Background: an optimization exercise with open tools, aiming at small area. Do not read the settings as production practice. The RTL was checked by simulation tests, not by an equivalence proof against the original design. Power is estimated from default activity; no workload was simulated.

Design fetch_unit, start of the top module:
module fetch_unit #(
    parameter int                          BUF_DEPTH      = 8,
    parameter int                          DECODE_CREDITS = 4,
    parameter logic [fetch_pkg::xlen-1:0]  RESET_PC       = '0
) (
    input  logic                       clock,
    input  logic                       reset,
    input  fetch_pkg::redirect_t       resolved_branch,
    input  fetch_pkg::redirect_t       predicted_branch,
    input  fetch_pkg::icache_rsp_t     icache_rsp,
    input  logic                       credit_return,
    output logic                       icache_req,
    output logic [fetch_pkg::xlen-1:0] icache_addr,
    output fetch_pkg::fetch_packet_t   issue_packet
);
For scale: roughly 2100 cells after synthesis, roughly 530 flip-flops.
==> flow/config.mk <==
export PLATFORM = sky130hd
export DESIGN_NAME = fetch_unit
export DESIGN_NICKNAME = fetch_unit
export VERILOG_FILES = /design/flow/design.v
export SDC_FILE = /design/flow/constraint.sdc
export NUM_CORES = 4
export LEC_CHECK = 0
export CAP_MARGIN = 0
export CORE_MARGIN = 2
export CORE_UTILIZATION = 60
export CTS_BUF_LIST = sky130_fd_sc_hd__clkbuf_16
export CTS_CLUSTER_DIAMETER = 120
export CTS_CLUSTER_SIZE = 28
export SLEW_MARGIN = 0
==> flow/constraint.sdc <==
create_clock -name core_clock -period 6.0 [get_ports {clock}]
set_input_delay 1.2000 -clock core_clock [delete_from_list [all_inputs] [get_ports {clock}]]
set_output_delay 1.2000 -clock core_clock [all_outputs]
set_load 0.01 [all_outputs]
standard.sh (not shown) runs the stock make flow with config.mk's settings and CLKGATE_MAP_FILE= SYNTH_SCRIPT=/design/flow/synth_recipe.tcl, a recipe that flattens the netlist after the stock synthesis.
==> flow/flow/run.sh <==
#!/bin/bash
# Standard ORFS layout, with the port buffers made of the smallest buffer cell
# instead of the default pick. Every port still gets its own buffer.
set -euo pipefail
bash standard.sh "BUFFER_PORTS_ARGS=-buffer_cell sky130_fd_sc_hd__buf_1" finish > make_finish.log 2>&1
Rerun with:
--- a/flow/config.mk
+++ b/flow/config.mk
@@ -13,0 +14,2 @@
+export GPL_ROUTABILITY_DRIVEN = 0
+export GPL_TIMING_DRIVEN = 0
Effect: Utilization went up by 1.6 points. Power went up by 4.4%. Die area is unchanged. Clock skew went down by 14 ps.

Another version of the RTL of fetch_unit (not shown whole).
For scale: ~1,500 cells after synthesis, about 260 I/O pins, about 22,000 µm² of cells after synthesis.
Design fetch_unit, start of the top module:
module fetch_unit #(
    parameter int                          BUF_DEPTH      = 8,
    parameter int                          DECODE_CREDITS = 4,
    parameter logic [fetch_pkg::xlen-1:0]  RESET_PC       = '0
) (
    input  logic                       clock,
    input  logic                       reset,
    input  fetch_pkg::redirect_t       resolved_branch,
    input  fetch_pkg::redirect_t       predicted_branch,
    input  fetch_pkg::icache_rsp_t     icache_rsp,
    input  logic                       credit_return,
    output logic                       icache_req,
    output logic [fetch_pkg::xlen-1:0] icache_addr,
    output fetch_pkg::fetch_packet_t   issue_packet
);
    localparam int xlen  = fetch_pkg::xlen;
    localparam int idx_w = $clog2(BUF_DEPTH);
    localparam int crd_w = $clog2(DECODE_CREDITS + 1);
    logic [xlen-1:0]  inst_q [0:BUF_DEPTH-1];
    logic [xlen-1:0]  pc_q   [0:BUF_DEPTH-1];
    logic [BUF_DEPTH:0] occ;
    logic             busy;
    logic             held;
    logic [crd_w-1:0] credits;
    logic             issue_valid;
    logic             flush;
    logic             fetch_start;
    logic [xlen-1:0]  start_pc;
    logic             push;
    logic             pop;
    logic             live;
    logic             empty;
    logic [xlen-1:0]  word;
    logic [xlen-1:0]  out_pc;
    assign flush = resolved_branch.req;
    assign fetch_start = !reset && !busy && !occ[BUF_DEPTH];
    always_comb begin
        if (resolved_branch.req) begin
            start_pc = resolved_branch.pc;
        end else if (held) begin
            start_pc = pc_q[0];
        end else if (predicted_branch.req) begin
            start_pc = predicted_branch.pc;
        end else begin
            start_pc = pc_q[0] + 32'd4;
        end
    end
    assign icache_req  = fetch_start;
    assign icache_addr = {start_pc[xlen-1:3], 3'b000};
    always_ff @(posedge clock) begin
        if (reset) begin
            busy <= 1'b0;
            held <= 1'b1;
        end else begin
            if (fetch_start) begin
                busy <= 1'b1;
                held <= 1'b0;
            end else begin
  ...
==> flow/config.mk <==
export PLATFORM = sky130hd
export DESIGN_NAME = fetch_unit
export DESIGN_NICKNAME = fetch_unit
export VERILOG_FILES = /design/flow/design.v
export SDC_FILE = /design/flow/constraint.sdc
export NUM_CORES = 4
export LEC_CHECK = 0
export CAP_MARGIN = 20
export CORE_MARGIN = 2
export CORE_UTILIZATION = 40
export SLEW_MARGIN = 20
==> flow/constraint.sdc <==
create_clock -name core_clock -period 6.0 [get_ports {clock}]
set_input_delay 1.2000 -clock core_clock [delete_from_list [all_inputs] [get_ports {clock}]]
set_output_delay 1.2000 -clock core_clock [all_outputs]
set_load 0.01 [all_outputs]
Scripts as last shown in full above: flow/flow/run.sh
Change:
CAP_MARGIN = 0   (was 20)
CORE_UTILIZATION = 60   (was 40)
CTS_BUF_LIST = sky130_fd_sc_hd__clkbuf_16   (was unset)
CTS_CLUSTER_DIAMETER = 120   (was unset)
CTS_CLUSTER_SIZE = 28   (was unset)
SLEW_MARGIN = 0   (was 20)
Outcome:
- The changed run passed the timing, design-rule and antenna checks
- cell area decreases by a few percent
- via count went down by a few percent
- core utilization goes up by 19 points
Change:
==> flow/run.sh (new file) <==
#!/bin/bash
# synth_recipe.tcl (not shown) runs the flow's synth.tcl, then flattens the netlist and writes it again
# the make line also repeats each setting of config.mk as NAME=value (left out here)
make -C /OpenROAD-flow-scripts/flow DESIGN_CONFIG=/design/flow/config.mk WORK_HOME=/design/flow/orfs CLKGATE_MAP_FILE= SYNTH_SCRIPT=/design/flow/synth_recipe.tcl finish
CAP_MARGIN = 20   (was 0)
CORE_UTILIZATION = 40   (was 60)
CTS_BUF_LIST = sky130_fd_sc_hd__clkbuf_8   (was sky130_fd_sc_hd__clkbuf_16)
CTS_CLUSTER_DIAMETER = unset   (was 120)
CTS_CLUSTER_SIZE = unset   (was 28)
SLEW_MARGIN = 20   (was 0)
removed: flow/flow/run.sh
removed: flow/standard.sh
What happened:
- The changed run ran to the end with no violations
- non-clock buffer count increases by 12
- via count increases by 3.0%
- critical path depth is unchanged
- final cell count increases by 17%
- total power increases by 20%
- synthesized cell count stays the same
- routed wire length increases by 11%
- maximum frequency decreases by 9.6%
- final area increases by 13%
- die area increases by 49%
Change:
==> flow/flow/run.sh (new file) <==
#!/bin/bash
# Standard ORFS layout, with the port buffers made of the smallest buffer cell
# instead of the default pick. Every port still gets its own buffer.
set -euo pipefail
bash standard.sh "BUFFER_PORTS_ARGS=-buffer_cell sky130_fd_sc_hd__buf_1" finish > make_finish.log 2>&1
==> flow/standard.sh (new file) <==
#!/bin/bash
# synth_recipe.tcl (not shown) runs the flow's synth.tcl, then flattens the netlist and writes it again
# the make line also repeats each setting of config.mk as NAME=value (left out here)
make -C /OpenROAD-flow-scripts/flow DESIGN_CONFIG=/design/flow/config.mk WORK_HOME=/design/flow/orfs CLKGATE_MAP_FILE= SYNTH_SCRIPT=/design/flow/synth_recipe.tcl "${@:-finish}"
CTS_CLUSTER_DIAMETER = 80   (was unset)
CTS_CLUSTER_SIZE = 16   (was unset)
removed: flow/run.sh
Result: The changed run ran to the end with no violations; worst setup slack improves by 460 ps; final area decreases by 9.6%; non-clock buffer count decreases by 11; register-to-register slack improves by 150 ps; clock power decreases by 37%; wire length decreases by 3.4%; utilization decreases by 4.7 points; total power decreases by 15%; area after synthesis is unchanged; via count decreases by about 1.5%.

The RTL this note starts from:
==> flow/design.v <==
package fetch_pkg;
    localparam int xlen = 32;
    localparam int line_bits = 64;
    localparam logic [xlen-1:0] nop_inst = 32'h0000_0013;
    typedef struct packed {
        logic [xlen-1:0] inst;
        logic [xlen-1:0] pc;
        logic [xlen-1:0] npc;
        logic            valid;
    } fetch_packet_t;
    typedef struct packed {
        logic [line_bits-1:0] data;
        logic                 valid;
    } icache_rsp_t;
    typedef struct packed {
        logic            req;
        logic [xlen-1:0] pc;
    } redirect_t;
endpackage
`timescale 1ns/1ps
module fetch_unit #(
    parameter int                          BUF_DEPTH      = 8,
    parameter int                          DECODE_CREDITS = 4,
    parameter logic [fetch_pkg::xlen-1:0]  RESET_PC       = '0
) (
    input  logic                       clock,
    input  logic                       reset,
    input  fetch_pkg::redirect_t       resolved_branch,
    input  fetch_pkg::redirect_t       predicted_branch,
    input  fetch_pkg::icache_rsp_t     icache_rsp,
    input  logic                       credit_return,
    output logic                       icache_req,
    output logic [fetch_pkg::xlen-1:0] icache_addr,
    output fetch_pkg::fetch_packet_t   issue_packet
);
    localparam int xlen  = fetch_pkg::xlen;
    localparam int idx_w = $clog2(BUF_DEPTH);
    localparam int crd_w = $clog2(DECODE_CREDITS + 1);
    logic [xlen-1:0]  inst_q [0:BUF_DEPTH-1];
    logic [xlen-1:0]  pc_q   [0:BUF_DEPTH-1];
    logic [BUF_DEPTH:0] occ;
    logic             busy;
    logic             held;
    logic [crd_w-1:0] credits;
    logic             issue_valid;
    logic             flush;
    logic             fetch_start;
    logic [xlen-1:0]  start_pc;
    logic             push;
    logic             pop;
    logic             live;
    logic             empty;
    logic [xlen-1:0]  word;
    logic [xlen-1:0]  out_pc;
    assign flush = resolved_branch.req;
    assign fetch_start = !reset && !busy && !occ[BUF_DEPTH];
    always_comb begin
        if (resolved_branch.req) begin
            start_pc = resolved_branch.pc;
        end else if (held) begin
            start_pc = pc_q[0];
        end else if (predicted_branch.req) begin
            start_pc = predicted_branch.pc;
        end else begin
            start_pc = pc_q[0] + 32'd4;
        end
    end
    assign icache_req  = fetch_start;
    assign icache_addr = {start_pc[xlen-1:3], 3'b000};
    always_ff @(posedge clock) begin
        if (reset) begin
            busy <= 1'b0;
            held <= 1'b1;
        end else begin
            if (fetch_start) begin
                busy <= 1'b1;
                held <= 1'b0;
            end else begin
                if (icache_rsp.valid) busy <= 1'b0;
                if (resolved_branch.req) held <= 1'b1;
            end
        end
    end
    assign push = busy && icache_rsp.valid && !held && !resolved_branch.req;
    assign word = pc_q[0][2] ? icache_rsp.data[2*xlen-1:xlen] : icache_rsp.data[xlen-1:0];
    always_ff @(posedge clock) begin
        if (reset) begin
            pc_q[0] <= RESET_PC;
        end else if (fetch_start || resolved_branch.req) begin
            pc_q[0] <= start_pc;
        end
    end
    always_ff @(posedge clock) begin
        if (push) begin
            inst_q[0] <= word;
        end
    end
    always_ff @(posedge clock) begin
        if (fetch_start) begin
            for (int k = 1; k < BUF_DEPTH; k++) begin
                pc_q[k]   <= pc_q[k-1];
                inst_q[k] <= inst_q[k-1];
            end
        end
    end
    assign live  = busy && !held;
    assign empty = occ[0] || (occ[1] && live);
    assign pop   = !empty && (credits != '0) && !flush;
    always_ff @(posedge clock) begin
        if (reset) begin
            occ <= (BUF_DEPTH+1)'(1);
        end else if (flush) begin
            occ <= fetch_start ? (BUF_DEPTH+1)'(2) : (BUF_DEPTH+1)'(1);
        end else if (fetch_start && !pop) begin
            occ <= {occ[BUF_DEPTH-1:0], 1'b0};
        end else if (pop && !fetch_start) begin
            occ <= {1'b0, occ[BUF_DEPTH:1]};
        end
    end
    always_ff @(posedge clock) begin
        if (reset) begin
            credits <= crd_w'(DECODE_CREDITS);
        end else begin
            case ({pop, credit_return})
                2'b10:   credits <= credits - 1'b1;
                2'b01:   credits <= credits + 1'b1;
                default: credits <= credits;
            endcase
        end
    end
    always_ff @(posedge clock) begin
        if (reset) begin
            issue_valid <= 1'b0;
        end else begin
            issue_valid <= pop;
        end
    end
    logic [xlen-1:0] out_inst;
    always_comb begin
        out_pc   = '0;
        out_inst = '0;
        for (int k = 0; k < BUF_DEPTH; k++) begin
            out_pc   = out_pc   | (pc_q[k]   & {xlen{occ[k]}});
            out_inst = out_inst | (inst_q[k] & {xlen{occ[k]}});
        end
    end
    always_comb begin
        issue_packet.inst  = out_inst;
        issue_packet.pc    = out_pc;
        issue_packet.npc   = out_pc + 32'd4;
        issue_packet.valid = issue_valid;
    end
endmodule
export LEC_CHECK = 0
export CAP_MARGIN = 20
export CORE_MARGIN = 2
export CORE_UTILIZATION = 40
export CTS_BUF_LIST = sky130_fd_sc_hd__clkbuf_4
export SLEW_MARGIN = 20
create_clock -name core_clock -period 6.0 [get_ports {clock}]
run.sh (not shown) runs the stock make flow with config.mk's settings and CLKGATE_MAP_FILE= SYNTH_SCRIPT=/design/flow/synth_recipe.tcl, a recipe that flattens the netlist after the stock synthesis.
Stock flow here: none of the scripts above is used.
Rerun with:
Settings changed: CTS_BUF_LIST sky130_fd_sc_hd__clkbuf_4 to unset.
Die area stays the same; clock-buffer cell count went down by 143; setup slack improves by 0.35 ns; via count went down by 4.0%; total power went down by 0.58%; combinational power is about the same; critical path depth does not change.
Rerun with:
==> flow/flow/run.sh (new file) <==
#!/bin/bash
# Standard ORFS layout, with the port buffers made of the smallest buffer cell
# instead of the default pick. Every port still gets its own buffer.
set -euo pipefail
bash standard.sh "BUFFER_PORTS_ARGS=-buffer_cell sky130_fd_sc_hd__buf_1" finish > make_finish.log 2>&1
==> flow/standard.sh (new file) <==
#!/bin/bash
# synth_recipe.tcl (not shown) runs the flow's synth.tcl, then flattens the netlist and writes it again
# the make line also repeats each setting of config.mk as NAME=value (left out here)
make -C /OpenROAD-flow-scripts/flow DESIGN_CONFIG=/design/flow/config.mk WORK_HOME=/design/flow/orfs CLKGATE_MAP_FILE= SYNTH_SCRIPT=/design/flow/synth_recipe.tcl "${@:-finish}"
Settings changed: CAP_MARGIN 20 to 0, CORE_UTILIZATION 40 to 70, CTS_BUF_LIST set to sky130_fd_sc_hd__clkbuf_16, CTS_CLUSTER_DIAMETER set to 100, CTS_CLUSTER_SIZE set to 32, SLEW_MARGIN 20 to 0.
removed: flow/run.sh
The changed run finished with timing, DRC and antenna clean; via count is higher by about 0.6%; cell area shrinks by 12%; worst setup slack improved by 0.43 ns; wire length went down by 7.9%; maximum frequency grows by about 9%; cell count went down by about 15%; global-route usage goes up by 12 points.

re-timing with driven ports:
The flow's constraints put no driver on any port. The routed layouts listed below were extracted and timed again, unchanged, in two steps.
Step 1 sets driving cells, clkbuf_16 on the clock port and buf_2 on the other inputs (assumed; they add their load-dependent delay and slew).
Step 2 also shifts input and output timing later by t, the mid clock arrival at the registers, as if the neighbouring blocks saw the same clock.
a / b / c = no drivers / after step 1 / after step 2; a / b = the first two.
run	t (ns)	setup WS [ns]	hold WS [ns]
the first run of note 1	0.614	0.902 / 0.846 / 1.460	0.475 / 0.475 / 0.475
the second run of note 1	0.635	0.644 / 0.586 / 1.221	0.482 / 0.482 / 0.482
the first run of note 2	0.664	0.985 / 0.924 / 1.571	0.402 / 0.402 / 0.402
the second run of note 2	0.603	1.018 / 0.961 / 1.410	0.451 / 0.451 / 0.451
the third run of note 2	0.724	0.491 / 0.438 / 1.161	0.421 / 0.421 / 0.421
the fourth run of note 2	0.672	0.955 / 0.901 / 1.550	0.449 / 0.449 / 0.449
the first run of note 3	0.994	0.246 / 0.191 / 1.185	0.434 / 0.434 / 0.434
the second run of note 3	0.657	0.591 / 0.532 / 1.189	0.436 / 0.436 / 0.436
the third run of note 3	0.595	1.026 / 0.969 / 1.108	0.440 / 0.440 / 0.440
After both steps setup and hold are still met in every run listed.
